Context: an optimization exercise on an open-source flow, tuned for small area, a short achievable clock period and few clock cycles per item. The choices shown serve that exercise and are no tape-out recipe.
RTL that was checked went through simulation tests only; none was proved equivalent to the original.
Only the layout flow was run in runs 1 to 4; the RTL was not checked for function there.
Power figures rest on the tool's default switching activity, not on a simulated workload.

### design/flow/config.mk
export PLATFORM = sky130hd
export DESIGN_NAME = modrm_address_register_stack_unit
export DESIGN_NICKNAME = modrm_address_register_stack_unit
export VERILOG_FILES = /design/flow/design.v
export SDC_FILE = /design/flow/constraint.sdc
export NUM_CORES = 4
export LEC_CHECK = 0
export CAP_MARGIN = 20
export CORE_MARGIN = 2
export CORE_UTILIZATION = 55
export SETUP_SLACK_MARGIN = 4.5
export SLEW_MARGIN = 20
### design/flow/constraint.sdc
create_clock -name core_clock -period 8.0 [get_ports {clk_i}]
set_input_delay 1.6000 -clock core_clock [delete_from_list [all_inputs] [get_ports {clk_i}]]
set_output_delay 1.6000 -clock core_clock [all_outputs]
set_load 0.01 [all_outputs]
### design/flow/design.v
package mars_pkg;
  localparam int StackBytesDef = 256;
  localparam logic [2:0] OP_READ  = 3'd0;
  localparam logic [2:0] OP_WRITE = 3'd1;
  localparam logic [2:0] OP_EA    = 3'd2;
  localparam logic [2:0] OP_PUSH  = 3'd3;
  localparam logic [2:0] OP_POP   = 3'd4;
  localparam logic [2:0] REG_BX = 3'd3;
  localparam logic [2:0] REG_SP = 3'd4;
  localparam logic [2:0] REG_BP = 3'd5;
  localparam logic [2:0] REG_SI = 3'd6;
  localparam logic [2:0] REG_DI = 3'd7;
  localparam logic [1:0] MOD_NODISP = 2'd0;
  localparam logic [1:0] MOD_DISP8  = 2'd1;
  localparam logic [1:0] MOD_DISP16 = 2'd2;
  localparam logic [1:0] MOD_REG    = 2'd3;
  localparam logic [2:0] RM_DIRECT = 3'b110;
endpackage
module mars_dp (
  input  logic        clk_i,
  input  logic        clr_i,
  input  logic        vb_i,
  input  logic [2:0]  op_i,
  input  logic [2:0]  reg_i,
  input  logic        wide_i,
  input  logic [15:0] value_i,
  input  logic [1:0]  mode_i,
  input  logic [2:0]  rm_i,
  input  logic [7:0]  disp_lo_i,
  input  logic [7:0]  disp_hi_i,
  output logic [15:0] read_data_o,
  output logic [15:0] address_o,
  output logic        is_register_o,
  output logic [1:0]  disp_bytes_o,
  output logic        stack_fault_o
);
  logic        direct_a, eareg_a;
  assign direct_a = (mode_i == mars_pkg::MOD_NODISP) && (rm_i == mars_pkg::RM_DIRECT);
  assign eareg_a  = (mode_i == mars_pkg::MOD_REG);
  logic        rd_q, wr_q, push_q, pop_q;
  logic [2:0]  sel_q, rm_q;
  logic        wide_q, hib_q, we_hi_q, we_lo_q;
  logic [15:0] wdata_q, disp_q;
  logic        add_q, isr_q;
  logic [1:0]  db_q;
  always_ff @(posedge clk_i) begin
    rd_q    <= (op_i == mars_pkg::OP_READ);
    wr_q    <= (op_i == mars_pkg::OP_WRITE);
    push_q  <= (op_i == mars_pkg::OP_PUSH);
    pop_q   <= (op_i == mars_pkg::OP_POP);
    sel_q   <= wide_i ? reg_i : {1'b0, reg_i[1:0]};
    wide_q  <= wide_i;
    hib_q   <= reg_i[2];
    we_hi_q <= wide_i | reg_i[2];
    we_lo_q <= wide_i | ~reg_i[2];
    wdata_q <= wide_i ? value_i : {value_i[7:0], value_i[7:0]};
    rm_q    <= rm_i;
    add_q   <= (op_i == mars_pkg::OP_EA) && !eareg_a && !direct_a;
    isr_q   <= (op_i == mars_pkg::OP_EA) && eareg_a;
    if (op_i != mars_pkg::OP_EA || eareg_a) begin
      disp_q <= 16'd0;
      db_q   <= 2'd0;
    end else if (direct_a || mode_i == mars_pkg::MOD_DISP16) begin
      disp_q <= {disp_hi_i, disp_lo_i};
      db_q   <= 2'd2;
    end else if (mode_i == mars_pkg::MOD_DISP8) begin
      disp_q <= {{8{disp_lo_i[7]}}, disp_lo_i};
      db_q   <= 2'd1;
    end else begin
      disp_q <= 16'd0;
      db_q   <= 2'd0;
    end
  end
  logic [15:0] rf_q [8];
  logic        is_wr, is_push, is_pop;
  logic [2:0]  base_sel;
  logic [15:0] rv, base, idx;
  logic [15:0] sp;
  logic        sp_hi_zero, sp_le_top, sp_ge_n, sp_pop_fits;
  logic        push_ok, pop_ok, fault_b;
  logic [7:0]  sp_dn, a8;
  logic [8:0]  sp_up;
  assign is_wr   = vb_i & wr_q;
  assign is_push = vb_i & push_q;
  assign is_pop  = vb_i & pop_q;
  assign rv = rf_q[sel_q];
  assign sp          = rf_q[mars_pkg::REG_SP];
  assign sp_hi_zero  = (sp[15:9] == 7'd0);
  assign sp_le_top   = sp_hi_zero & (~sp[8] | (sp[7:0] == 8'd0));
  assign sp_ge_n     = (sp[15:1] != 15'd0) | (sp[0] & ~wide_q);
  assign sp_pop_fits = sp_hi_zero & ~sp[8] & ~(wide_q & (sp[7:0] == 8'hFF));
  assign push_ok     = is_push & sp_le_top & sp_ge_n;
  assign pop_ok      = is_pop & sp_pop_fits;
  assign fault_b     = (push_q & ~(sp_le_top & sp_ge_n)) | (pop_q & ~sp_pop_fits);
  assign sp_dn       = sp[7:0] - {6'd0, wide_q, ~wide_q};
  assign sp_up       = {1'b0, sp[7:0]} + {7'd0, wide_q, ~wide_q};
  assign a8          = push_q ? sp_dn : sp[7:0];
  logic [7:0] sp_hi_new, sp_lo_new;
  logic       sp_move;
  assign sp_move   = push_ok | pop_ok;
  assign sp_hi_new = {7'd0, pop_ok & sp_up[8]};
  assign sp_lo_new = push_ok ? sp_dn : sp_up[7:0];
  always_ff @(posedge clk_i) begin
    for (int i = 0; i < 8; i++) begin
      if (3'(i) == mars_pkg::REG_SP) begin
        if (clr_i || (is_wr && sel_q == 3'(i)) || sp_move) begin
          rf_q[i][15:8] <= clr_i ? 8'd1 : (is_wr ? wdata_q[15:8] : sp_hi_new);
          rf_q[i][7:0]  <= clr_i ? 8'd0 : (is_wr ? wdata_q[7:0] : sp_lo_new);
        end
      end else begin
        if (clr_i || (is_wr && sel_q == 3'(i) && we_hi_q)) begin
          rf_q[i][15:8] <= clr_i ? 8'd0 : wdata_q[15:8];
        end
        if (clr_i || (is_wr && sel_q == 3'(i) && we_lo_q)) begin
          rf_q[i][7:0] <= clr_i ? 8'd0 : wdata_q[7:0];
        end
      end
    end
  end
  always_comb begin
    case (rm_q)
      3'd0, 3'd1, 3'd7: base_sel = mars_pkg::REG_BX;
      3'd2, 3'd3, 3'd6: base_sel = mars_pkg::REG_BP;
      3'd4:             base_sel = mars_pkg::REG_SI;
      default:          base_sel = mars_pkg::REG_DI;
    endcase
  end
  assign base = rf_q[base_sel];
  assign idx  = rm_q[2] ? 16'd0 : (rm_q[0] ? rf_q[mars_pkg::REG_DI] : rf_q[mars_pkg::REG_SI]);
  logic [15:0] rd_b, sum_b;
  assign rd_b  = !rd_q ? 16'd0 : wide_q ? rv : hib_q ? {8'd0, rv[15:8]} : {8'd0, rv[7:0]};
  assign sum_b = add_q ? base + idx : 16'd0;
  logic [15:0] rd_c, sum_c, disp_c;
  logic [1:0]  db_c;
  logic        isr_c, flt_c, pop_c, wide_c, a0_c, we_e_c, we_o_c;
  logic [6:0]  ie_c, io_c;
  logic [7:0]  de_c, do_c;
  always_ff @(posedge clk_i) begin
    rd_c   <= rd_b;
    sum_c  <= sum_b;
    disp_c <= disp_q;
    db_c   <= db_q;
    isr_c  <= isr_q;
    flt_c  <= fault_b;
    pop_c  <= pop_ok;
    wide_c <= wide_q;
    a0_c   <= a8[0];
    ie_c   <= 7'((9'(a8) + 9'd1) >> 1);
    io_c   <= a8[7:1];
    de_c   <= a8[0] ? wdata_q[15:8] : wdata_q[7:0];
    do_c   <= a8[0] ? wdata_q[7:0] : wdata_q[15:8];
    we_e_c <= push_ok & (~a8[0] | wide_q);
    we_o_c <= push_ok & (a8[0] | wide_q);
  end
  logic [1023:0] bank_e, bank_o;
  for (genvar i = 0; i < 128; i++) begin : g_stack
    always_ff @(posedge clk_i) begin
      if (clr_i || (we_e_c && ie_c == 7'(i))) begin
        bank_e[8*i +: 8] <= clr_i ? 8'd0 : de_c;
      end
      if (clr_i || (we_o_c && io_c == 7'(i))) begin
        bank_o[8*i +: 8] <= clr_i ? 8'd0 : do_c;
      end
    end
  end
  logic [15:0] rd_d, addr_d;
  logic [1:0]  db_d;
  logic        isr_d, flt_d, pop_d, wide_d, a0_d, ie6_d, io6_d;
  logic [7:0]  e0_d, e1_d, o0_d, o1_d;
  always_ff @(posedge clk_i) begin
    rd_d   <= rd_c;
    addr_d <= sum_c + disp_c;
    db_d   <= db_c;
    isr_d  <= isr_c;
    flt_d  <= flt_c;
    pop_d  <= pop_c;
    wide_d <= wide_c;
    a0_d   <= a0_c;
    ie6_d  <= ie_c[6];
    io6_d  <= io_c[6];
    e0_d   <= bank_e[8*ie_c[5:0] +: 8];
    e1_d   <= bank_e[512 + 8*ie_c[5:0] +: 8];
    o0_d   <= bank_o[8*io_c[5:0] +: 8];
    o1_d   <= bank_o[512 + 8*io_c[5:0] +: 8];
  end
  logic [7:0] rd_e, rd_o, pop_lo, pop_hi;
  assign rd_e   = ie6_d ? e1_d : e0_d;
  assign rd_o   = io6_d ? o1_d : o0_d;
  assign pop_lo = a0_d ? rd_o : rd_e;
  assign pop_hi = wide_d ? (a0_d ? rd_e : rd_o) : 8'd0;
  always_ff @(posedge clk_i) begin
    read_data_o   <= pop_d ? {pop_hi, pop_lo} : rd_d;
    address_o     <= addr_d;
    is_register_o <= isr_d;
    disp_bytes_o  <= db_d;
    stack_fault_o <= flt_d;
  end
endmodule
module mars_ctrl (
  input  logic clk_i,
  input  logic rst_ni,
  input  logic start,
  output logic busy,
  output logic clr_o,    
  output logic vb_o,     
  output logic done_o
);
  logic clr_q, vb_q, vc_q, vd_q, done_q;
  always_ff @(posedge clk_i or negedge rst_ni) begin
    if (!rst_ni) begin
      clr_q  <= 1'b1;
      vb_q   <= 1'b0;
      vc_q   <= 1'b0;
      vd_q   <= 1'b0;
      done_q <= 1'b0;
    end else begin
      clr_q  <= 1'b0;
      vb_q   <= start & ~clr_q;
      vc_q   <= vb_q;
      vd_q   <= vc_q;
      done_q <= vd_q;
    end
  end
  assign busy   = clr_q;
  assign clr_o  = clr_q;
  assign vb_o   = vb_q;
  assign done_o = done_q;
endmodule
module modrm_address_register_stack_unit (
  input  logic        clk_i,
  input  logic        rst_ni,
  input  logic        start,
  output logic        busy,
  input  logic [2:0]  op_i,
  input  logic [2:0]  reg_i,
  input  logic        wide_i,
  input  logic [15:0] value_i,
  input  logic [1:0]  mode_i,
  input  logic [2:0]  rm_i,
  input  logic [7:0]  disp_lo_i,
  input  logic [7:0]  disp_hi_i,
  output logic        done_o,
  output logic [15:0] read_data_o,
  output logic [15:0] address_o,
  output logic        is_register_o,
  output logic [1:0]  disp_bytes_o,
  output logic        stack_fault_o
);
  logic clr, vb;
  mars_ctrl u_ctrl (
    .clk_i  (clk_i),
    .rst_ni (rst_ni),
    .start  (start),
    .busy   (busy),
    .clr_o  (clr),
    .vb_o   (vb),
    .done_o (done_o)
  );
  mars_dp u_dp (
    .clk_i         (clk_i),
    .clr_i         (clr),
    .vb_i          (vb),
    .op_i          (op_i),
    .reg_i         (reg_i),
    .wide_i        (wide_i),
    .value_i       (value_i),
    .mode_i        (mode_i),
    .rm_i          (rm_i),
    .disp_lo_i     (disp_lo_i),
    .disp_hi_i     (disp_hi_i),
    .read_data_o   (read_data_o),
    .address_o     (address_o),
    .is_register_o (is_register_o),
    .disp_bytes_o  (disp_bytes_o),
    .stack_fault_o (stack_fault_o)
  );
endmodule
### design/flow/run.sh
#!/bin/bash
# synth_recipe.tcl (not shown) runs the flow's synth.tcl, then flattens the netlist and writes it again
# the make line also repeats each setting of config.mk as NAME=value (left out here)
make -C /OpenROAD-flow-scripts/flow DESIGN_CONFIG=/design/flow/config.mk WORK_HOME=/design/flow/orfs CLKGATE_MAP_FILE= SYNTH_SCRIPT=/design/flow/synth_recipe.tcl finish
==> notes.md, run 1 <==
Critical-path top delay cell=clkdlybuf4s50_1; Hold/Removal Path Class=reg2reg; worst clock skew=~0.035 ns; CP Data Required Time=6.40 ns; H-Tree Depth=4; Final Hold Fails=0; drc violations=0; grt total ovfl=0; total negative slack=0 ns; Peak supply drop=218 µV; vias per cell=between 6 and 7; largest net degree at the start of global routing=205; Die Span X=417 µm; Clock Path Buffers=3; # IOs=85; Cell Chain, Critical Path=clkdlybuf4s50_1; TritonCTS sink count=~2.4k; ranking of synthesized cells by area=edfxtp_1 (70%), mux4_2 (12%), dfxtp_1 (5.3%), a22oi_1 (1.3%), o21bai_1 (1.3%); post-detail-place hpwl=around 130000 µm; max-cap viol count=0; period utilization=0.423; R2R cell count=14; die height=417 µm; register bit count reported by yosys=approximately 2.4k; Post-Syn Nets=between 4k and 5k; max incr delay on CP=about 0.57 ns; crit path to=read_data_o[1]; WL final=220000 µm; CP Buf/Inv Count=1; worst r2r src=u_dp.rm_q[0]; synth-to-layout area growth=11.9%; CTS clk-pin slew, worst paths=about 0.060 ns; post-DR wirelength/cell=about 30 µm; P per Cell Area=between 200 and 300 mW/mm²; Syn Area/Cell=19.6 µm²; share of layout cells above drive strength 1=0.207; nets@finish=around 5.0k; WS Path Type=reg2out; total track usage=0.254; Relative slew margins=0.199; Crit Path Max Fanout=1; CP startpoint=u_dp.read_data_o[1]; Core Rows=151; Max Fclk=roughly 0.3 GHz; Starting Density=0.554; worst skew pair latency=approximately 0.85 ns; RSZ-0062 raised after global routing=true; RR Endpoint=u_dp.sum_c[10]; type of origin of the critical path=flop; fillcell total=about 12k; first-pass GRT wire length=322000 µm; Top FF cell, synth=edfxtp_1; CP Capture Type=output port; Inserted Clock Buffers=approximately 240; Mapped Cells=4775; Final GP Congestion=between 0.8 and 0.9; FF-to-FF setup slack=roughly 4.7 ns; fraction of registers with async set/reset=0.00206; number of synthesized flops with an enable pin=between 2k and 2.5k; vias in the first global route=46.4k; synthesized area=0.0938 mm²; Multi-input gate area=0.0223 mm²; Critical Path Stages=1; count of different cell masters after synthesis=70; area share of the largest cell type after synthesis=0.697; Synth top cells by count=edfxtp_1 (2176), mux4_2 (520), dfxtp_1 (246); CORE AREA=around 0.17 mm²; # port buffers=between 80 and 90; die area=0.174 mm²; pre-CTS WS=around 4.2 ns; hold-fix buffers at CTS=0; status=finished clean; First DRT Iteration DRCs=around 5k; Final ANT Viol Nets=0; most frequent cell after synthesis=edfxtp_1; Max Slew Vio Count=0; # setup viols final=0; drt first pass iters=8; Via Count=around 46k; Period minus WS final=~3.4 ns; Syn. warnings=3; Worst-Margin Slew=between 1 and 1.5 ns; biggest area consumer among synthesized cells=edfxtp_1; delay-heaviest family, CP=buffers and inverters; initial antenna violation count=2; TritonCTS clock tree=built; CTS Root Cell=clkbuf_16; Sequential Area=0.0704 mm²; leak pwr=between 0.03 and 0.04 µW; register area share after synthesis=0.751; post-route worst setup slack=approximately 4.6 ns; Arr. time, crit path=1.79 ns
-- area by class of cell --
class | count | area share
Antenna cell | 1 | 0.0000238
Clock buffer | 315 | 0.0619
Clock inverter | 134 | 0.0111
Inverter | 49 | 0.00175
Multi-Input combinational cell | 2007 | 0.212
Sequential cell | 2427 | 0.671
Tap cell | 2218 | 0.0264
Timing Repair Buffer | 159 | 0.0156
-- power by group --
part           switching [µW]  leakage, µW  total [µW]  internal [µW]
Combinational            2170      0.00857        3720           1550
Sequential                383       0.0243       15400          15000
Clock                    4730      0.00375       10900           6210
Total                    7290       0.0366       30000          22700
-- kinds of logic after synthesis --
group / share of synthesized area
AND/OR/NAND/NOR: 0.0264
flip-flops: 0.751
other: 0.0000400
adder cells (fa/ha/maj): 0.00552
XOR/XNOR: 0.00364
multiplexers: 0.134
buffers and inverters: 0.0141
AO/OA/AOI/OAI: 0.0652
-- state kept, by name (all words and copies together) (netlist names), 16 cells and up --
name and cells:
u_dp.bank_e 1024, u_dp.bank_o 1024, u_dp.rf_q 128, u_dp.addr_d 16
u_dp.address_o 16, u_dp.disp_c 16, u_dp.disp_q 16, u_dp.rd_c 16
u_dp.rd_d 16, u_dp.read_data_o 16, u_dp.sum_c 16, u_dp.wdata_q 16
-- what timing repair did --
action                                  CTS  global route
endpoints found under the setup margin  206           117
pin swaps                                 0             1
gates resized for setup                  19             7
gates cloned                              2             1
buffers inserted                          3             4
-- worst min-delay path by stage --
stage               cells past startpoint                    to     startpoint  slack [ns]
finish                                  0           u_dp.wide_d    u_dp.wide_c        0.32
global route                            0          u_dp.rd_d[6]   u_dp.rd_c[6]        0.32
detailed placement                      0  u_dp.disp_bytes_o[0]   u_dp.db_d[0]        0.31
global placement                        0         u_dp.rd_d[11]  u_dp.rd_c[11]        0.31
floorplan                               0             u_dp.a0_d      u_dp.a0_c        0.31
CTS                                     0          u_dp.rd_d[6]   u_dp.rd_c[6]        0.32
-- layer usage --
layer	track usage	part of all wire	vias up	routed length [µm]
met3	0.0365	0.057	310	12500
met2	0.409	0.49	1501	108000
met4	0.0721	0.025	0	5500
met1	0.367	0.43	24400	94600
met5	0	0	-	0
li1	-	-	19900	-
-- through the flow --
stage          hold slack (ns)  total power, µW   util  std cells  area [µm²]
2_1_floorplan            0.310            18000      -       4775       93800
3_3_place_gp             0.311            19300  0.573       6848       97000
3_5_place_dp             0.312            19400  0.573       6848       97000
4_1_cts                  0.321            30200  0.619       7302      105000
5_1_grt                  0.320            31000  0.620       7310      105000
6_report                 0.322            30000  0.620       7310      105000
-- layout by cell type, fill, tap and decap left out, types with 39 or more instances in the layout --
cell type and n:
buf_4 55, nor2_1 135, a21o_1 125, edfxtp_1 2176, clkinv_2 49, dfxtp_1 238
inv_1 49, nand2_1 177, clkinv_1 43, clkbuf_1 54, a221oi_1 69, a22o_1 67
mux2_2 40, a21oi_1 39, clkdlybuf4s50_1 81, mux2i_1 44, clkbuf_16 241, a22oi_1 161
mux4_2 520, o21bai_1 152
==> run 2, diff against run 1 <==
--- a/design/flow/design.v
+++ b/design/flow/design.v
@@ -20,2 +20,3 @@
   input  logic        clk_i,
+  input  logic        rst_ni,
   input  logic        clr_i,
@@ -36,8 +37,9 @@
 );
-  logic        direct_a, eareg_a;
+  logic        direct_a, eareg_a, ea_a;
+  assign ea_a     = (op_i == mars_pkg::OP_EA);
   assign direct_a = (mode_i == mars_pkg::MOD_NODISP) && (rm_i == mars_pkg::RM_DIRECT);
   assign eareg_a  = (mode_i == mars_pkg::MOD_REG);
-  logic        rd_q, wr_q, push_q, pop_q;
+  logic        rd_q, wr_q, ea_q, push_q, pop_q;
   logic [2:0]  sel_q, rm_q;
-  logic        wide_q, hib_q, we_hi_q, we_lo_q;
+  logic        wide_q, hib_q;
   logic [15:0] wdata_q, disp_q;
@@ -48,2 +50,3 @@
     wr_q    <= (op_i == mars_pkg::OP_WRITE);
+    ea_q    <= ea_a;
     push_q  <= (op_i == mars_pkg::OP_PUSH);
@@ -53,9 +56,7 @@
     hib_q   <= reg_i[2];
-    we_hi_q <= wide_i | reg_i[2];
-    we_lo_q <= wide_i | ~reg_i[2];
     wdata_q <= wide_i ? value_i : {value_i[7:0], value_i[7:0]};
     rm_q    <= rm_i;
-    add_q   <= (op_i == mars_pkg::OP_EA) && !eareg_a && !direct_a;
-    isr_q   <= (op_i == mars_pkg::OP_EA) && eareg_a;
-    if (op_i != mars_pkg::OP_EA || eareg_a) begin
+    add_q   <= ea_a && !eareg_a && !direct_a;
+    isr_q   <= ea_a && eareg_a;
+    if (!ea_a || eareg_a) begin
       disp_q <= 16'd0;
@@ -110,6 +111,6 @@
       end else begin
-        if (clr_i || (is_wr && sel_q == 3'(i) && we_hi_q)) begin
+        if (clr_i || (is_wr && sel_q == 3'(i) && (wide_q || hib_q))) begin
           rf_q[i][15:8] <= clr_i ? 8'd0 : wdata_q[15:8];
         end
-        if (clr_i || (is_wr && sel_q == 3'(i) && we_lo_q)) begin
+        if (clr_i || (is_wr && sel_q == 3'(i) && (wide_q || !hib_q))) begin
           rf_q[i][7:0] <= clr_i ? 8'd0 : wdata_q[7:0];
@@ -129,14 +130,27 @@
   assign idx  = rm_q[2] ? 16'd0 : (rm_q[0] ? rf_q[mars_pkg::REG_DI] : rf_q[mars_pkg::REG_SI]);
-  logic [15:0] rd_b, sum_b;
-  assign rd_b  = !rd_q ? 16'd0 : wide_q ? rv : hib_q ? {8'd0, rv[15:8]} : {8'd0, rv[7:0]};
-  assign sum_b = add_q ? base + idx : 16'd0;
-  logic [15:0] rd_c, sum_c, disp_c;
+  logic [15:0] x_b, ea_b;
+  assign ea_b = (add_q ? base + idx : 16'd0) + disp_q;
+  always_comb begin
+    if (push_q) begin
+      x_b = a8[0] ? {wdata_q[7:0], wdata_q[15:8]} : wdata_q;
+    end else if (ea_q) begin
+      x_b = ea_b;
+    end else if (rd_q) begin
+      x_b = wide_q ? rv : hib_q ? {8'd0, rv[15:8]} : {8'd0, rv[7:0]};
+    end else begin
+      x_b = 16'd0;
+    end
+  end
+  logic [15:0] x_c;
   logic [1:0]  db_c;
-  logic        isr_c, flt_c, pop_c, wide_c, a0_c, we_e_c, we_o_c;
+  logic        isr_c, flt_c, pop_c, wide_c, a0_c, we_e_c, we_o_c, ea_c, rd_c;
   logic [6:0]  ie_c, io_c;
-  logic [7:0]  de_c, do_c;
-  always_ff @(posedge clk_i) begin
-    rd_c   <= rd_b;
-    sum_c  <= sum_b;
-    disp_c <= disp_q;
+  always_ff @(posedge clk_i or negedge rst_ni) begin
+    if (!rst_ni) begin
+      x_c <= 16'd0;
+    end else begin
+      x_c <= x_b;
+    end
+  end
+  always_ff @(posedge clk_i) begin
     db_c   <= db_q;
@@ -146,2 +160,4 @@
     wide_c <= wide_q;
+    ea_c   <= ea_q;
+    rd_c   <= rd_q;
     a0_c   <= a8[0];
@@ -149,4 +165,2 @@
     io_c   <= a8[7:1];
-    de_c   <= a8[0] ? wdata_q[15:8] : wdata_q[7:0];
-    do_c   <= a8[0] ? wdata_q[7:0] : wdata_q[15:8];
     we_e_c <= push_ok & (~a8[0] | wide_q);
@@ -158,6 +172,6 @@
       if (clr_i || (we_e_c && ie_c == 7'(i))) begin
-        bank_e[8*i +: 8] <= clr_i ? 8'd0 : de_c;
+        bank_e[8*i +: 8] <= x_c[7:0];
       end
       if (clr_i || (we_o_c && io_c == 7'(i))) begin
-        bank_o[8*i +: 8] <= clr_i ? 8'd0 : do_c;
+        bank_o[8*i +: 8] <= x_c[15:8];
       end
@@ -165,9 +179,6 @@
   end
-  logic [15:0] rd_d, addr_d;
-  logic [1:0]  db_d;
-  logic        isr_d, flt_d, pop_d, wide_d, a0_d, ie6_d, io6_d;
-  logic [7:0]  e0_d, e1_d, o0_d, o1_d;
-  always_ff @(posedge clk_i) begin
-    rd_d   <= rd_c;
-    addr_d <= sum_c + disp_c;
+  logic [1:0] db_d;
+  logic       isr_d, flt_d, rsel_d, asel_d, hien_d, a0_d, ie6_d, io6_d;
+  logic [7:0] e0_d, e1_d, o0_d, o1_d;
+  always_ff @(posedge clk_i) begin
     db_d   <= db_c;
@@ -175,20 +186,21 @@
     flt_d  <= flt_c;
-    pop_d  <= pop_c;
-    wide_d <= wide_c;
-    a0_d   <= a0_c;
-    ie6_d  <= ie_c[6];
-    io6_d  <= io_c[6];
-    e0_d   <= bank_e[8*ie_c[5:0] +: 8];
+    rsel_d <= rd_c | pop_c;
+    asel_d <= ea_c;
+    hien_d <= ~pop_c | wide_c;
+    a0_d   <= pop_c & a0_c;
+    ie6_d  <= pop_c & ie_c[6];
+    io6_d  <= pop_c & io_c[6];
+    e0_d   <= pop_c ? bank_e[8*ie_c[5:0] +: 8] : x_c[7:0];
+    o0_d   <= pop_c ? bank_o[8*io_c[5:0] +: 8] : x_c[15:8];
     e1_d   <= bank_e[512 + 8*ie_c[5:0] +: 8];
-    o0_d   <= bank_o[8*io_c[5:0] +: 8];
     o1_d   <= bank_o[512 + 8*io_c[5:0] +: 8];
   end
-  logic [7:0] rd_e, rd_o, pop_lo, pop_hi;
-  assign rd_e   = ie6_d ? e1_d : e0_d;
-  assign rd_o   = io6_d ? o1_d : o0_d;
-  assign pop_lo = a0_d ? rd_o : rd_e;
-  assign pop_hi = wide_d ? (a0_d ? rd_e : rd_o) : 8'd0;
-  always_ff @(posedge clk_i) begin
-    read_data_o   <= pop_d ? {pop_hi, pop_lo} : rd_d;
-    address_o     <= addr_d;
+  logic [7:0]  rd_e, rd_o;
+  logic [15:0] res_d;
+  assign rd_e  = ie6_d ? e1_d : e0_d;
+  assign rd_o  = io6_d ? o1_d : o0_d;
+  assign res_d = {hien_d ? (a0_d ? rd_e : rd_o) : 8'd0, a0_d ? rd_o : rd_e};
+  always_ff @(posedge clk_i) begin
+    read_data_o   <= rsel_d ? res_d : 16'd0;
+    address_o     <= asel_d ? res_d : 16'd0;
     is_register_o <= isr_d;
@@ -207,6 +219,7 @@
 );
-  logic clr_q, vb_q, vc_q, vd_q, done_q;
+  logic busy_q, rdy_q, vb_q, vc_q, vd_q, done_q;
   always_ff @(posedge clk_i or negedge rst_ni) begin
     if (!rst_ni) begin
-      clr_q  <= 1'b1;
+      busy_q <= 1'b1;
+      rdy_q  <= 1'b0;
       vb_q   <= 1'b0;
@@ -216,4 +229,5 @@
     end else begin
-      clr_q  <= 1'b0;
-      vb_q   <= start & ~clr_q;
+      busy_q <= 1'b0;
+      rdy_q  <= 1'b1;
+      vb_q   <= start & ~busy_q;
       vc_q   <= vb_q;
@@ -223,4 +237,4 @@
   end
-  assign busy   = clr_q;
-  assign clr_o  = clr_q;
+  assign busy   = busy_q;
+  assign clr_o  = ~rdy_q;
   assign vb_o   = vb_q;
@@ -260,2 +274,3 @@
     .clk_i         (clk_i),
+    .rst_ni        (rst_ni),
     .clr_i         (clr),
==> design/flow/flow/run.sh (new file) <==
#!/bin/bash
set -euo pipefail
bash standard.sh \
  MATCH_CELL_FOOTPRINT=0 \
  "BUFFER_PORTS_ARGS=-buffer_cell sky130_fd_sc_hd__buf_4" \
  finish > standard_flow.log 2>&1
==> design/flow/standard.sh (new file) <==
#!/bin/bash
# synth_recipe.tcl (not shown) runs the flow's synth.tcl, then flattens the netlist and writes it again
# the make line also repeats each setting of config.mk as NAME=value (left out here)
make -C /OpenROAD-flow-scripts/flow DESIGN_CONFIG=/design/flow/config.mk WORK_HOME=/design/flow/orfs CLKGATE_MAP_FILE= SYNTH_SCRIPT=/design/flow/synth_recipe.tcl "${@:-finish}"
--- a/design/flow/config.mk
+++ b/design/flow/config.mk
@@ -10,3 +10,5 @@
 export CORE_UTILIZATION = 55
-export SETUP_SLACK_MARGIN = 4.5
+export CTS_CLUSTER_DIAMETER = 80
+export CTS_CLUSTER_SIZE = 25
+export SETUP_SLACK_MARGIN = 5
 export SLEW_MARGIN = 20
removed: design/flow/run.sh
==> run 2 against run 1 <==
Effect of this change: largest power group unchanged; core utilization fell by 0.44 points; largest cell class unchanged; critical path depth grew 22; non-clock buffer count grew 313; clock-buffer cell count fell by 156.
==> notes.md, run 2 <==
Synth Area in Compound Gates=0.0332; Critical-path top delay cell=dfxtp_2; RSZ-0062 raised after global routing=true; Core Rows=150; Final GP Congestion=around 0.91; number of synthesized flops with an enable pin=roughly 2.2k; Synth top cells by count=edfxtp_1 (2176), mux4_2 (658), o21ai_0 (286); most frequent cell after synthesis=edfxtp_1; Max Slew Vio Count=0; worst skew pair latency=just under 0.8 ns; max incr delay on CP=approximately 0.34 ns; Mapped Cells=4485; die height=414 µm; total negative slack=0 ns; Final ANT Viol Nets=0; combinational family with the most area after synthesis=multiplexers; vias per cell=~6.4; drt first pass iters=5; period utilization=0.546; vias in the first global route=44.7k; Post-Place Cells=6808; Final Hold Fails=0; count of different cell masters after synthesis=71; ranking of synthesized cells by area=edfxtp_1 (71%), mux4_2 (16%), dfxtp_1 (3.3%), o21ai_0 (1.5%), mux2i_1 (1.1%); largest net degree at the start of global routing=around 120; Peak supply drop=224 µV; Syn Area/Cell=approximately 21 µm²; # setup viols final=0; Top FF cell, synth=edfxtp_1; nets@finish=4893; CORE AREA=~0.17 mm²; register bit count reported by yosys=about 2.4k; commonest non-fill, non-tap cell in the layout=edfxtp_1; type of origin of the critical path=flop; CP Data Required Time=8.67 ns; TritonCTS sink count=2350; post-detail-place hpwl=roughly 140000 µm; worst clock skew=around 0.034 ns; TritonCTS clock tree=built; CTS clk-pin slew, worst paths=~0.09 ns; # IOs=85; synthesized area=between 0.09 and 0.1 mm²; Simple-Gate Fraction of Synth Area=0.0246; H-Tree Depth=3; Cell Chain, Critical Path=buf_12 > a21boi_4 > nor2_4 > a221o_1 > ha_2 > inv_2 > fa_2 > nor2b_2 > o21a_1 > o21ai_2 > a21o_1 > a21boi_2 > or3_1 > and3_4 > ha_4 > nand2_1 > nor2_1 > o2111ai_2 > o21ai_2 > and4_1 > nor3_2 > xor2_1 > a31o_1; CP Capture Type=flop; WL final=~220000 µm; share of layout cells above drive strength 1=0.305; synth-to-layout area growth=11.2%; delay-heaviest family, CP=compound AO/OA/AOI/OAI gates; P per Cell Area=about 250 mW/mm²; initial antenna violation count=3; area share of the largest cell type after synthesis=0.706; Hold/Removal Path Class=reg2reg; hold depth=0; Non-Filler Instances=about 7k; most frequent cells in the layout=edfxtp_1 (2176), mux4_2 (658), buf_4 (419); die area=between 0.15 and 0.2 mm²; Via Count=between 40k and 50k; CTS Root Cell=clkbuf_16; Syn. warnings=3; Max Fclk=around 0.23 GHz; Arr. time, crit path=around 5.0 ns; biggest area consumer among synthesized cells=edfxtp_1; status=finished clean; post-DR wirelength/cell=between 30 and 40 µm; fraction of registers with async set/reset=0.00936; Synth Area in XOR/XNOR=0.00359; Starting Density=0.554; R2R cell count=23; max-cap viol count=0; grt total ovfl=0; Relative slew margins=0.278; total track usage=0.260; leak pwr=about 0.035 µW; Critical Path Stages=23; Post-Syn Nets=4571; register area share after synthesis=0.745; Worst-Margin Slew=1.08 ns; First DRT Iteration DRCs=5185; mux cell area share after synthesis=0.174; worst hold slack=~0.34 ns; Inserted Clock Buffers=about 120; synthesized-area fraction occupied by adder cells=0.00559; first-pass GRT wire length=323000 µm; Clock Path Buffers=3; Worst path most repeated cell=o21ai_2; Crit Path Max Fanout=9; Placed Area=0.0974 mm²; FF-to-FF setup slack=3.63 ns; CP Buf/Inv Count=2; post-route design area=approximately 0.1 mm²; WS Path Type=reg2reg; # port buffers=84; Largest regs=u_dp.bank_e x1024, u_dp.bank_o x1024, u_dp.rf_q x128; Period minus WS final=approximately 4.4 ns; Die Span X=roughly 410 µm; drc violations=0
==> run 2: cell count changes after synthesis, sizes merged, moves of 64 or more <==
cell | previous run | this run
o21ai | 41 | 294
o21bai | 161 | 2
a22oi | 161 | 4
mux4 | 520 | 658
a22o | 67 | 3
a21o | 125 | 16
dfxtp | 246 | 152
==> run 2: final cells by class <==
| class | count | area (µm²) |
|---|---|---|
| clock inverter | 55 | 584 |
| fill | 11800 | 64300 |
| multi-input combinational | 1818 | 23000 |
| antenna | 5 | 12.5 |
| tap | 2204 | 2760 |
| timing repair buffer | 472 | 4140 |
| sequential | 2350 | 69000 |
| inverter | 48 | 184 |
| clock buffer | 159 | 3230 |
==> run 2: path summary, 6_finish.rpt <==
kind / start / endpoint
min: u_dp.db_q[1] / u_dp.db_c[1]
min in group asynchronous: rst_ni / u_dp.x_c[3]
max: u_dp.rm_q[0] / u_dp.x_c[15]
max in group asynchronous: rst_ni / u_ctrl.busy_q
max reg2reg: u_dp.rm_q[0] / u_dp.x_c[15]
min reg2reg: u_dp.db_q[1] / u_dp.db_c[1]
==> run 2: cell families after synthesis <==
kind of cell,count (synthesis)
flip-flops,2350
AND/OR/NAND/NOR,450
multiplexers,782
AO/OA/AOI/OAI,507
XOR/XNOR,38
other,2
buffers and inverters,317
adder cells (fa/ha/maj),39
==> run 2: power by group <==
group	total, µW	switching, µW	internal (µW)
Combinational	3850	2010	1840
Clock	6970	3920	3050
Sequential	14900	433	14500
Total	25700	6370	19300
==> run 2: per-stage QoR <==
stage,setup slack [ns],power (µW),utilization
2_1_floorplan,3.77,17500,-
3_3_place_gp,2.89,18700,0.583
3_5_place_dp,2.91,18800,0.583
4_1_cts,3.69,25900,0.613
5_1_grt,3.49,26600,0.616
6_report,3.63,25700,0.616
==> run 2: what timing repair did <==
action                     in CTS  in global routing
hold buffers                    0                  0
setup buffers                  46                 24
pin swaps                      32                 19
gates cloned                   13                  1
setup endpoints to repair    1352                187
gates resized for setup       151                 40
==> run 2: worst reg2reg max path: stages (launching register included) <==
cell	delay, ns
dfxtp_2	0.34
buf_12	0.14
a21boi_4	0.30
nor2_4	0.10
a221o_1	0.31
ha_2	0.19
inv_2	0.05
fa_2	0.19
nor2b_2	0.04
o21a_1	0.18
o21ai_2	0.17
a21o_1	0.16
a21boi_2	0.08
or3_1	0.31
and3_4	0.19
ha_4	0.29
nand2_1	0.08
nor2_1	0.13
o2111ai_2	0.15
o21ai_2	0.24
and4_1	0.23
nor3_2	0.05
xor2_1	0.16
a31o_1	0.17
==> run 2: layer usage <==
layer  track usage  vias to the layer above  part of all wire
met3        0.0319                      231             0.059
li1              -                    19200                 -
met1         0.386                    24600              0.43
met4        0.0612                        0             0.025
met2         0.421                     1491              0.49
met5             0                        -                 0
==> run 3, diff against run 2 <==
--- a/design/flow/config.mk
+++ b/design/flow/config.mk
@@ -7,2 +7,3 @@
 export LEC_CHECK = 0
+export ABC_AREA = 1
 export CAP_MARGIN = 20
==> run 3 against run 2 <==
Effect of this change: combinational power shrank 8.6%; sequential share of layout area up 1.6 points; global-route usage is 4.0 points higher; clock-buffer cell count did not move; worst setup slack improved by 0.44 ns; wire length is 14% higher; critical endpoint is now u_dp.x_c[13]; highest routed layer is now met5.
==> notes.md, run 3 <==
Max Fclk=0.255 GHz; post-detail-place hpwl=153000 µm; worst skew pair latency=~0.8 ns; fraction of registers with async set/reset=0.00936; Net Sw Frac=0.269; synthesized area=between 0.09 and 0.1 mm²; CP Data Required Time=8.69 ns; vias in the first global route=between 50k and 60k; share of power burned in combinational logic=0.138; most frequent cells in the layout=edfxtp_1 (2176), a22oi_1 (1034), nand2_1 (680); CP Buf/Inv Count=7; RR Endpoint=u_dp.x_c[13]; Die Span X=between 400 and 500 µm; nets@finish=6494; H-Tree Depth=3; Syn Area/Cell=14.5 µm²; hold endpoint=u_dp.is_register_o; count of different cell masters after synthesis=54; total power=approximately 26000 µW; die area=approximately 0.17 mm²; Crit Path Max Fanout=6; R2R cell count=31; number of synthesized flops with an enable pin=around 2.2k; hold depth=0; CTS clk-pin slew, worst paths=roughly 0.090 ns; Synth top cells by count=edfxtp_1 (2176), a22oi_1 (1034), nand2_1 (714); Net Switching=6860 µW; Final Util=0.617; share of layout cells above drive strength 1=0.142; grt total ovfl=0; biggest area consumer among synthesized cells=edfxtp_1; most frequent cell after synthesis=edfxtp_1; max-cap viol count=0; First DRT Iteration DRCs=approximately 7k; Worst-Margin Slew=1.20 ns; post-route worst setup slack=about 4 ns; area share of the largest cell type after synthesis=0.724; vias per cell=about 6.4; max incr delay on CP=~0.37 ns; commonest non-fill, non-tap cell in the layout=edfxtp_1; register bit count reported by yosys=about 2.4k; Syn. warnings=3; Final Hold Fails=0; routing usage on met1=0.452; sequential power share=0.581; total negative slack=0 ns; P per Cell Area=between 200 and 300 mW/mm²; Period minus WS final=3.93 ns; GR Util met3=0.0431; TritonCTS clock tree=built; die height=about 400 µm; hold-fix buffers at CTS=0; status=finished clean; RSZ-0062 raised after global routing=true; # IOs=85; Clock Path Buffers=3; CP Capture Type=flop; total track usage=0.300; post-DR wirelength/cell=slightly below 30 µm; # port buffers=84; largest net degree at the start of global routing=between 150 and 200; Hold/Removal Path Class=reg2reg; Top FF cell, synth=edfxtp_1; WL final=about 260000 µm; pre-CTS WS=about 3.2 ns; TritonCTS sink count=2350; delay-heaviest family, CP=compound AO/OA/AOI/OAI gates; Peak supply drop=~240 µV; Core Rows=~150; WS Path Type=reg2reg; grt peak-use layer=met2; fillcell total=around 12k; # diodes=0; hold path startpoint=u_dp.isr_d; initial antenna violation count=4; ranking of synthesized cells by area=edfxtp_1 (72%), a22oi_1 (8.6%), dfxtp_1 (3.4%), nand2_1 (3.0%), a21oi_1 (2.5%); Final GP Congestion=between 0.9 and 1; share of total power in the clock network=0.281; Starting Density=0.554; Arr. time, crit path=about 4.6 ns; FF-to-FF setup slack=between 4 and 5 ns; register area share after synthesis=0.764; synth-to-layout area growth=11.4%; worst r2r src=u_dp.rm_q[0]; # setup viols final=0; period utilization=0.491; Via Count=55.8k; type of origin of the critical path=flop; Largest regs=u_dp.bank_e x1024, u_dp.bank_o x1024, u_dp.rf_q x128; drt first pass iters=6; Mapped Cells=a little over 6k; drc violations=0; CP startpoint=u_dp.rm_q[0]; Critical-path top delay cell=dfxtp_4; worst clock skew=between 0.04 and 0.05 ns; Relative slew margins=0.194; CTS Root Cell=clkbuf_16; CORE AREA=0.163 mm²; Final ANT Viol Nets=0; Post-Syn Nets=6318; Max Slew Vio Count=0; first-pass GRT wire length=~370000 µm; Inserted Clock Buffers=around 120; met2 Track Usage GR=0.462; leak pwr=between 0.03 and 0.04 µW; Worst path most repeated cell=nand2_2; P_int=18700 µW
==> run 3: changes by cell type in the layout (fill, tap and decap cells not counted), moves of 88 or more <==
cell,before,now
a21oi_1,47,436
a22oi_1,4,1034
inv_1,43,191
mux2i_1,96,8
mux4_2,658,0
nand2_1,112,680
nor2_1,92,200
==> run 3: worst register-to-register path, delay by kind of cell (launching register included) <==
kind            cells  cell delay [ns]
compound gates      8             0.98
flops               1             0.37
buf+inv             7             0.61
fa+ha+maj           3             0.88
simple gates       12             0.90
xor+xnor            1             0.16
==> run 3: cell families after synthesis <==
| group | after synthesis | synth area share |
|---|---|---|
| XOR/XNOR | 25 | 0.00243 |
| flip-flops | 2350 | 0.764 |
| multiplexers | 16 | 0.00189 |
| buffers and inverters | 604 | 0.0269 |
| other | 2 | 0.0000832 |
| adder cells (fa/ha/maj) | 39 | 0.00574 |
| AO/OA/AOI/OAI | 1993 | 0.144 |
| AND/OR/NAND/NOR | 1203 | 0.0557 |
==> run 3: how the worst max path moves through the flow <==
stage / endpoint / slack, ns / depth (start not counted)
after global placement: u_dp.x_c[15] / 3.28 / 29
after CTS: u_dp.x_c[15] / 4.07 / 31
final: u_dp.x_c[13] / 4.07 / 31
after detailed placement: u_dp.x_c[15] / 3.25 / 29
after floorplan: u_dp.x_c[15] / 4.43 / 32
after global routing: u_dp.x_c[15] / 3.80 / 29
==> run 3: per-layer routing <==
metal,part of all wire,vias to the layer above
met5,0.000094,-
met4,0.030,4
met3,0.082,383
met2,0.46,2590
met1,0.43,28400
li1,-,24400
==> run 3: cell type report <==
cell class              count  area (µm²)  share of cell area
clock buffers             159        3340              0.0332
clock inverters            52         617             0.00613
inverters                 223         983             0.00978
multi-input cells        3280       20200               0.201
flip-flops and latches   2350       69000               0.686
well taps                2175        2720              0.0271
repair buffers            434        3640              0.0362
repair inverters            3        26.3            0.000261
==> run 3: timing repair <==
action                                  in CTS  in global routing
pin swaps                                   53                 35
resized for setup                          277                134
cloned                                      10                  1
setup buffers                               44                 18
endpoints found under the setup margin    1536                559
==> run 3: stage by stage <==
stage,hold slack (ns),std cells,area (µm²)
2_1_floorplan,0.310,6232,90400
6_report,0.333,8676,101000
4_1_cts,0.334,8657,99900
5_1_grt,0.348,8676,101000
3_5_place_dp,0.312,8392,94500
3_3_place_gp,0.312,8390,94500
==> run 3: power by group through the flow <==
| stage | clock network [µW] | registers, µW | logic [µW] |
|---|---|---|---|
| global route | 7660 | 14900 | 3750 |
| global placement | 0 | 15100 | 3190 |
| CTS | 7240 | 14800 | 3420 |
| floorplan | 0 | 15000 | 1890 |
| finish | 7180 | 14800 | 3520 |
| detailed placement | 0 | 15100 | 3210 |
==> run 4, diff against run 3 <==
--- a/design/flow/design.v
+++ b/design/flow/design.v
@@ -81,4 +81,6 @@
   logic        push_ok, pop_ok, fault_b;
-  logic [7:0]  sp_dn, a8;
+  logic [7:0]  sp_m1, sp_m2, sp_p1, sp_dn;
   logic [8:0]  sp_up;
+  logic        a0_b;
+  logic [6:0]  ie_b, io_b;
   assign is_wr   = vb_i & wr_q;
@@ -95,5 +97,22 @@
   assign fault_b     = (push_q & ~(sp_le_top & sp_ge_n)) | (pop_q & ~sp_pop_fits);
-  assign sp_dn       = sp[7:0] - {6'd0, wide_q, ~wide_q};
+  assign sp_m1       = sp[7:0] - 8'd1;
+  assign sp_m2       = sp[7:0] - 8'd2;
+  assign sp_p1       = sp[7:0] + 8'd1;
+  assign sp_dn       = wide_q ? sp_m2 : sp_m1;
   assign sp_up       = {1'b0, sp[7:0]} + {7'd0, wide_q, ~wide_q};
-  assign a8          = push_q ? sp_dn : sp[7:0];
+  always_comb begin
+    if (push_q && wide_q) begin
+      a0_b = sp[0];
+      ie_b = sp_m1[7:1];
+      io_b = sp_m2[7:1];
+    end else if (push_q) begin
+      a0_b = ~sp[0];
+      ie_b = sp[7:1];
+      io_b = sp_m1[7:1];
+    end else begin
+      a0_b = sp[0];
+      ie_b = sp_p1[7:1];
+      io_b = sp[7:1];
+    end
+  end
   logic [7:0] sp_hi_new, sp_lo_new;
@@ -130,9 +149,13 @@
   assign idx  = rm_q[2] ? 16'd0 : (rm_q[0] ? rf_q[mars_pkg::REG_DI] : rf_q[mars_pkg::REG_SI]);
-  logic [15:0] x_b, ea_b;
-  assign ea_b = (add_q ? base + idx : 16'd0) + disp_q;
+  logic [15:0] x_b, y_b, base_a, idx_a, ea_s, ea_k;
+  assign base_a = add_q ? base : 16'd0;
+  assign idx_a  = add_q ? idx : 16'd0;
+  assign ea_s   = base_a ^ idx_a ^ disp_q;
+  assign ea_k   = (base_a & idx_a) | (base_a & disp_q) | (idx_a & disp_q);
+  assign y_b    = ea_q ? {ea_k[14:0], 1'b0} : 16'd0;
   always_comb begin
     if (push_q) begin
-      x_b = a8[0] ? {wdata_q[7:0], wdata_q[15:8]} : wdata_q;
+      x_b = a0_b ? {wdata_q[7:0], wdata_q[15:8]} : wdata_q;
     end else if (ea_q) begin
-      x_b = ea_b;
+      x_b = ea_s;
     end else if (rd_q) begin
@@ -143,3 +166,3 @@
   end
-  logic [15:0] x_c;
+  logic [15:0] x_c, y_c, z_c;
   logic [1:0]  db_c;
@@ -155,2 +178,3 @@
   always_ff @(posedge clk_i) begin
+    y_c    <= y_b;
     db_c   <= db_q;
@@ -162,7 +186,7 @@
     rd_c   <= rd_q;
-    a0_c   <= a8[0];
-    ie_c   <= 7'((9'(a8) + 9'd1) >> 1);
-    io_c   <= a8[7:1];
-    we_e_c <= push_ok & (~a8[0] | wide_q);
-    we_o_c <= push_ok & (a8[0] | wide_q);
+    a0_c   <= a0_b;
+    ie_c   <= ie_b;
+    io_c   <= io_b;
+    we_e_c <= push_ok & (~a0_b | wide_q);
+    we_o_c <= push_ok & (a0_b | wide_q);
   end
@@ -179,2 +203,3 @@
   end
+  assign z_c = x_c + y_c;
   logic [1:0] db_d;
@@ -192,4 +217,4 @@
     io6_d  <= pop_c & io_c[6];
-    e0_d   <= pop_c ? bank_e[8*ie_c[5:0] +: 8] : x_c[7:0];
-    o0_d   <= pop_c ? bank_o[8*io_c[5:0] +: 8] : x_c[15:8];
+    e0_d   <= pop_c ? bank_e[8*ie_c[5:0] +: 8] : z_c[7:0];
+    o0_d   <= pop_c ? bank_o[8*io_c[5:0] +: 8] : z_c[15:8];
     e1_d   <= bank_e[512 + 8*ie_c[5:0] +: 8];
@@ -219,7 +244,7 @@
 );
-  logic busy_q, rdy_q, vb_q, vc_q, vd_q, done_q;
+  logic rdy_q, rdy2_q, vb_q, vc_q, vd_q, done_q;
   always_ff @(posedge clk_i or negedge rst_ni) begin
     if (!rst_ni) begin
-      busy_q <= 1'b1;
       rdy_q  <= 1'b0;
+      rdy2_q <= 1'b0;
       vb_q   <= 1'b0;
@@ -229,5 +254,5 @@
     end else begin
-      busy_q <= 1'b0;
       rdy_q  <= 1'b1;
-      vb_q   <= start & ~busy_q;
+      rdy2_q <= rdy_q;
+      vb_q   <= start & rdy2_q;
       vc_q   <= vb_q;
@@ -237,3 +262,3 @@
   end
-  assign busy   = busy_q;
+  assign busy   = ~rdy2_q;
   assign clr_o  = ~rdy_q;
--- a/design/flow/config.mk
+++ b/design/flow/config.mk
@@ -7,3 +7,2 @@
 export LEC_CHECK = 0
-export ABC_AREA = 1
 export CAP_MARGIN = 20
==> run 4 against run 3 <==
Effect of this change: still clean on timing, DRC and antenna; non-clock buffer count shrank 64; synthesized cell count is 23% lower; global-route usage down 2.7 points; first-iteration DRC count decreased by 15%; flip-flop and latch count is 15 higher; clock-buffer cell count rose by 3; synthesized area is 3.1% higher; critical path type unchanged; critical endpoint is now u_dp.bank_e[589].
==> notes.md, run 4 <==
Inserted Clock Buffers=between 100 and 150; Final ANT Viol Nets=0; CORE AREA=roughly 0.17 mm²; commonest non-fill, non-tap cell in the layout=edfxtp_1; Mapped Cells=4790; count of different cell masters after synthesis=76; nets@finish=approximately 5k; synthesized area=0.0931 mm²; Placed Area=0.0971 mm²; First DRT Iteration DRCs=a little under 6k; share of total power in the clock network=0.287; status=finished clean; Relative slew margins=0.245; Arr. time, crit path=3.55 ns; first-pass GRT wire length=around 340000 µm; share of power burned in combinational logic=0.130; drc violations=0; Syn. warnings=3; hold-fix buffers at CTS=0; CTS Root Cell=clkbuf_16; biggest area consumer among synthesized cells=edfxtp_1; H-Tree Depth=3; post-detail-place hpwl=about 150000 µm; # IOs=85; Hold/Removal Path Class=reg2reg; max-cap viol count=0; synth-to-layout area growth=10.4%; die height=between 400 and 500 µm; Post-Syn Nets=between 4k and 5k; TritonCTS sink count=about 2.4k; # setup viols final=0; RSZ-0062 raised after global routing=true; register area share after synthesis=0.744; Crit Path Max Fanout=16; register bit count reported by yosys=between 2k and 2.5k; WS Path Type=reg2reg; largest net degree at the start of global routing=roughly 200; leak pwr=between 0.03 and 0.04 µW; Largest regs=u_dp.bank_e x1024, u_dp.bank_o x1024, u_dp.rf_q x128; Final Hold Fails=0; # port buffers=between 80 and 90; Final GP Congestion=~0.9; worst hold slack=roughly 0.33 ns; Die Span X=roughly 420 µm; P per Cell Area=roughly 250 mW/mm²; type of origin of the critical path=flop; drt first pass iters=6; WL final=approximately 240000 µm; TritonCTS clock tree=built; Core Rows=150; Top FF cell, synth=edfxtp_1; Non-Filler Instances=7306; grt total ovfl=0; worst clock skew=approximately 0.034 ns; post-route design area=0.103 mm²; most frequent cell after synthesis=edfxtp_1; ranking of synthesized cells by area=edfxtp_1 (70%), mux4_2 (13%), dfxtp_1 (3.6%), mux2i_1 (1.9%), o21ai_0 (1.7%); Synth top cells by count=edfxtp_1 (2176), mux4_2 (528), o21ai_0 (317); number of synthesized flops with an enable pin=around 2.2k; CP Capture Type=flop; most frequent cells in the layout=edfxtp_1 (2176), mux4_2 (528), buf_4 (315); CTS clk-pin slew, worst paths=about 0.09 ns; total negative slack=0 ns; Post-Place Cells=7035; post-DR wirelength/cell=~33 µm; Syn Area/Cell=a little under 20 µm²; Period minus WS final=3.09 ns; Clock Path Buffers=3; die area=~0.17 mm²; vias per cell=between 6 and 7; period utilization=0.386; worst skew pair latency=0.78 ns; Max Fclk=between 0.3 and 0.4 GHz; Starting Density=0.556; Worst-Margin Slew=1.13 ns; P_int=roughly 19000 µW; sequential power share=0.584; Net Sw Frac=0.248; CP Data Required Time=8.46 ns; Max Slew Vio Count=0; vias in the first global route=46.5k; share of layout cells above drive strength 1=0.258; Net Switching=approximately 6300 µW; area share of the largest cell type after synthesis=0.702; total track usage=0.273; Via Count=between 40k and 50k; Peak supply drop=between 150 and 200 µV; fraction of registers with async set/reset=0.00930; initial antenna violation count=6
run 4: path summary, 6_finish.rpt:
| kind | startpoint | slack [ns] | cells after the start | to |
|---|---|---|---|---|
| hold / removal | u_dp.db_c[0] | 0.33 | 0 | u_dp.db_d[0] |
| max in group asynchronous | rst_ni | 6.97 | 1 | u_dp.x_c[11] |
| min in group asynchronous | rst_ni | 0.71 | 1 | u_ctrl.rdy2_q |
| hold reg to reg | u_dp.db_c[0] | 0.33 | 0 | u_dp.db_d[0] |
| setup reg to reg | u_dp.ie_c[4] | 4.91 | 5 | u_dp.bank_e[589] |
| setup / recovery | u_dp.ie_c[4] | 4.91 | 5 | u_dp.bank_e[589] |
run 4: layout make-up:
cell class / instances / area [µm²]
Tap cell: 2204 / 2760
Fill cell: 11900 / 64800
Clock inverter: 65 / 666
Antenna cell: 5 / 12.5
Inverter: 28 / 116
Multi-Input combinational cell: 2107 / 23000
Clock buffer: 162 / 3450
Timing Repair Buffer: 370 / 3410
Sequential cell: 2365 / 69300
run 4: stage by stage:
step                utilization  setup slack (ns)  power, µW
global route              0.613              4.86      26300
global placement          0.579              3.57      18300
finish                    0.613              4.91      25500
floorplan                     -              4.99      17100
detailed placement        0.579              3.67      18300
CTS                       0.610              4.93      25600
run 4: power groups by stage:
stage                     Sequential, µW  Combinational (µW)  Clock (µW)
after floorplan                    15000                2100           0
after CTS                          14900                3240        7450
after global routing               15000                3490        7860
after detailed placement           15300                3060           0
after global placement             15200                3040           0
final                              14900                3310        7320
run 4: kinds of logic (layout without fill, tap and decap cells):
group / after synthesis / in the layout / synth area share
xor gates and xnor gates: 27 / 27 / 0.00262
other: 1 / 6 / 0.0000403
muxes: 747 / 747 / 0.152
adders and majority gates: 39 / 39 / 0.00661
DFF: 2365 / 2365 / 0.744
AOI/OAI and AO/OA: 687 / 687 / 0.0470
and+or+nand+nor: 606 / 606 / 0.0323
buffers and inverters: 318 / 625 / 0.0160
run 4: repair_timing:
item,in CTS,in global routing
cloned,1,3
resized for setup,215,53
endpoints found under the hold margin,0,0
pin swaps,0,1
setup endpoints to repair,1853,328
buffers inserted,17,17
run 4: per-layer routing:
layer / GRT usage / vias up / wire (µm)
met4: 0.0778 / 0 / 6870
met3: 0.0314 / 294 / 16400
li1: - / 20000 / -
met1: 0.420 / 25300 / 103000
met2: 0.418 / 1868 / 111000
met5: 0 / - / 0
run 4: worst max-delay path, stage by stage (launching register included):
cell	delay (ns)
dfxtp_1	0.53
nor2_1	0.57
buf_4	0.34
nand2_1	0.34
o21ai_0	0.62
buf_4	0.36
==> run 5, diff against run 4 <==
--- a/design/flow/design.v
+++ b/design/flow/design.v
@@ -244,7 +244,7 @@
 );
-  logic rdy_q, rdy2_q, vb_q, vc_q, vd_q, done_q;
+  logic busy_q, rdy_q, vb_q, vc_q, vd_q, done_q;
   always_ff @(posedge clk_i or negedge rst_ni) begin
     if (!rst_ni) begin
+      busy_q <= 1'b1;
       rdy_q  <= 1'b0;
-      rdy2_q <= 1'b0;
       vb_q   <= 1'b0;
@@ -254,5 +254,5 @@
     end else begin
+      busy_q <= 1'b0;
       rdy_q  <= 1'b1;
-      rdy2_q <= rdy_q;
-      vb_q   <= start & rdy2_q;
+      vb_q   <= start & ~busy_q;
       vc_q   <= vb_q;
@@ -262,3 +262,3 @@
   end
-  assign busy   = ~rdy2_q;
+  assign busy   = busy_q;
   assign clr_o  = ~rdy_q;
==> run 5 against run 4 <==
Effect of this change: sequential power about the same; fmax increased by 1.4%; via count up 1.1%; clock skew fell by 0.012 ns; hold slack gained 0.0048 ns.
==> notes.md, run 5 <==
status=finished clean; Max Slew Vio Count=0; drc violations=0; Die Span X=415 µm; hold depth=0; vias in the first global route=between 40k and 50k; Worst-Margin Slew=roughly 1.1 ns; hold-fix buffers at CTS=0; fraction of registers with async set/reset=0.00930; Peak supply drop=about 250 µV; Hold/Removal Path Class=reg2reg; CORE AREA=0.167 mm²; worst skew pair latency=0.81 ns; Mapped Cells=slightly below 5k; post-DR wirelength/cell=33.2 µm; leak pwr=0.0355 µW; Cell Chain, Critical Path=buf_6; H-Tree Depth=4; # IOs=85; Core Rows=150; # setup viols final=0; post-route design area=0.103 mm²; die height=about 410 µm; delay-heaviest family, CP=flip-flops; Largest regs=u_dp.bank_e x1024, u_dp.bank_o x1024, u_dp.rf_q x128; sequential power share=0.573; register area share after synthesis=0.746; Non-Filler Instances=~7.3k; most frequent cell after synthesis=edfxtp_1; commonest non-fill, non-tap cell in the layout=edfxtp_1; area share of the largest cell type after synthesis=0.704; vias per cell=about 6.6; Max Fclk=between 0.3 and 0.4 GHz; P_int=slightly below 20000 µW; First DRT Iteration DRCs=roughly 6.4k; Post-Syn Nets=approximately 4.9k; Crit Path Max Fanout=2; total negative slack=0 ns; type of origin of the critical path=flop; Inserted Clock Buffers=132; worst clock skew=0.0219 ns; share of power burned in combinational logic=0.128; synthesized area=0.0928 mm²; max-cap viol count=0; Clock Path Buffers=3; most frequent cells in the layout=edfxtp_1 (2176), mux4_2 (523), buf_4 (308); R2R cell count=7; Synth top cells by count=edfxtp_1 (2176), mux4_2 (523), o21ai_0 (304); max incr delay on CP=0.55 ns; number of synthesized flops with an enable pin=between 2k and 2.5k; biggest area consumer among synthesized cells=edfxtp_1; Critical Path Stages=1; largest net degree at the start of global routing=~120; fillcell total=~12k; Syn Area/Cell=19.3 µm²; total power=26100 µW; nets@finish=5090; Net Switching=roughly 6500 µW; Arr. time, crit path=1.45 ns; first-pass GRT wire length=about 340000 µm; RSZ-0062 raised after global routing=true; Final Hold Fails=0; synth-to-layout area growth=10.8%; TritonCTS sink count=2365; WL final=approximately 240000 µm; CP Buf/Inv Count=1; Critical-path top delay cell=dfstp_2; P per Cell Area=254 mW/mm²; period utilization=0.381; count of different cell masters after synthesis=75; CP Capture Type=output port; die area=about 0.17 mm²; drt first pass iters=5; Top FF cell, synth=edfxtp_1; register bit count reported by yosys=between 2k and 2.5k; ranking of synthesized cells by area=edfxtp_1 (70%), mux4_2 (13%), dfxtp_1 (3.6%), mux2i_1 (2.2%), o21ai_0 (1.6%); share of total power in the clock network=0.299; Final ANT Viol Nets=0; Syn. warnings=3; WS Path Type=reg2out; Final GP Congestion=around 0.87; # port buffers=between 80 and 90; TritonCTS clock tree=built; CTS clk-pin slew, worst paths=about 0.09 ns; Net Sw Frac=0.248; CP Data Required Time=roughly 6.4 ns; share of layout cells above drive strength 1=0.250; Starting Density=0.554; grt total ovfl=0; Period minus WS final=a little over 3 ns; Post-Place Cells=approximately 7k; Via Count=~48k; post-detail-place hpwl=146000 µm; total track usage=0.280; Relative slew margins=0.257; Placed Area=0.0970 mm²; CTS Root Cell=clkbuf_16; initial antenna violation count=3
run 5: cell types whose count changed in the layout (fill, tap and decap cells not counted), sizes merged, moves of 14 or more:
cell,previous run,this run
nand2,177,213
mux2i,181,203
buf,364,344
nand3,57,41
a211oi,20,6
mux2,38,24
o21ai,318,304
run 5: cells by family after synthesis:
logic type               after synthesis  share of synthesized area
AO/OA/AOI/OAI                        686                     0.0471
XOR/XNOR                              32                    0.00302
adder cells (fa/ha/maj)               39                    0.00663
buffers and inverters                319                     0.0139
flip-flops                          2365                      0.746
multiplexers                         750                      0.152
other                                  2                  0.0000809
AND/OR/NAND/NOR                      611                     0.0314
run 5: timing repair:
action,CTS,global route
pin swaps,0,1
setup buffers,14,9
endpoints found under the setup margin,1324,833
resized for setup,178,36
cloned,6,4
run 5: power by group through the flow:
stage	registers (µW)	clock network, µW	logic (µW)
after floorplan	15000	0	2080
after global placement	15200	0	3130
after detailed placement	15300	0	3140
after CTS	15000	7900	3290
after global routing	15000	8310	3520
final	14900	7800	3330
run 5: layout make-up:
cell class | count | area (µm²) | share of cell area
Timing Repair inverter | 1 | 5.00 | 0.0000487
Sequential cell | 2365 | 69300 | 0.675
Timing Repair Buffer | 352 | 3200 | 0.0311
Multi-Input combinational cell | 2120 | 22900 | 0.222
Clock buffer | 165 | 3630 | 0.0353
Tap cell | 2204 | 2760 | 0.0268
Antenna cell | 3 | 7.51 | 0.0000730
Clock inverter | 71 | 848 | 0.00825
Inverter | 32 | 143 | 0.00139
run 5: worst register-to-register path, cell delays in order, from the launching register on:
cell and delay, ns:
dfxtp_4 0.68, nor2b_2 0.63, buf_4 0.36, a22oi_1 0.13
a41oi_1 0.23, o21ai_0 0.29, a311oi_1 0.44, a311oi_1 0.09
run 5: path summary, 6_finish.rpt:
| check | startpoint | endpoint | slack [ns] |
|---|---|---|---|
| worst max register to register | u_dp.io_c[0] | u_dp.o0_d[5] | 5.03 |
| worst max-delay path | u_ctrl.busy_q | busy | 4.95 |
| max in group asynchronous | rst_ni | u_dp.x_c[6] | 6.98 |
| min in group asynchronous | rst_ni | u_ctrl.vb_q | 0.70 |
| worst min-delay path | u_dp.db_d[1] | u_dp.disp_bytes_o[1] | 0.34 |
| worst min register to register | u_dp.db_d[1] | u_dp.disp_bytes_o[1] | 0.34 |
run 5: per-layer routing:
layer  up-vias  global-route usage  routed length, µm
li1      20000                   -                  -
met1     25500               0.412             101000
met2      2154               0.439             115000
met3       348              0.0472              19300
met4         4              0.0769               6930
met5         -                   0                 32
run 5: through the flow:
stage               hold WS, ns   util  setup WS, ns
floorplan                 0.310      -          5.02
global placement          0.315  0.579          4.02
detailed placement        0.314  0.579          3.89
CTS                       0.341  0.612          4.88
global route              0.347  0.614          4.90
finish                    0.337  0.614          4.95
Testbench counts of run 5, summed over its fixed seeds: cycles 32,032, items 32,000.

[what the ideal ports hide]
The results above use ideal ports. As a check the final layouts listed here were re-extracted and re-timed, cells and wires unchanged.
Step 1 assumes that a clkbuf_16 drives the clock port and a buf_2 every other input.
Step 2 moves the port delays by t, midway between the first and last clock arrival at a register: inputs arrive t later, outputs are due t later. That takes back most of the time a late clock gives input paths.
Slacks: no drivers / after step 1 / after step 2; pairs: no drivers / after step 1.
run	t (ns)	slack for setup (ns)	hold WS [ns]	latest minus earliest clock arrival (ns)	cell pins on the clock port's net
run 1	0.923	4.613 / 4.532 / 4.245	0.322 / 0.322 / 0.322	0.047 / 0.047	1
run 2	0.849	3.634 / 3.634 / 3.634	0.336 / 0.336 / 0.336	0.034 / 0.034	1
run 3	0.847	4.074 / 4.074 / 4.074	0.333 / 0.333 / 0.333	0.047 / 0.047	1
run 4	0.841	4.909 / 4.909 / 4.719	0.332 / 0.332 / 0.332	0.034 / 0.035	1
run 5	0.885	4.952 / 4.862 / 4.677	0.337 / 0.337 / 0.337	0.029 / 0.028	1
After both steps every run listed still meets setup and hold. The setup slack of run 1, which loses most, moves by -0.081 ns with the drivers and by -0.368 ns with both steps.
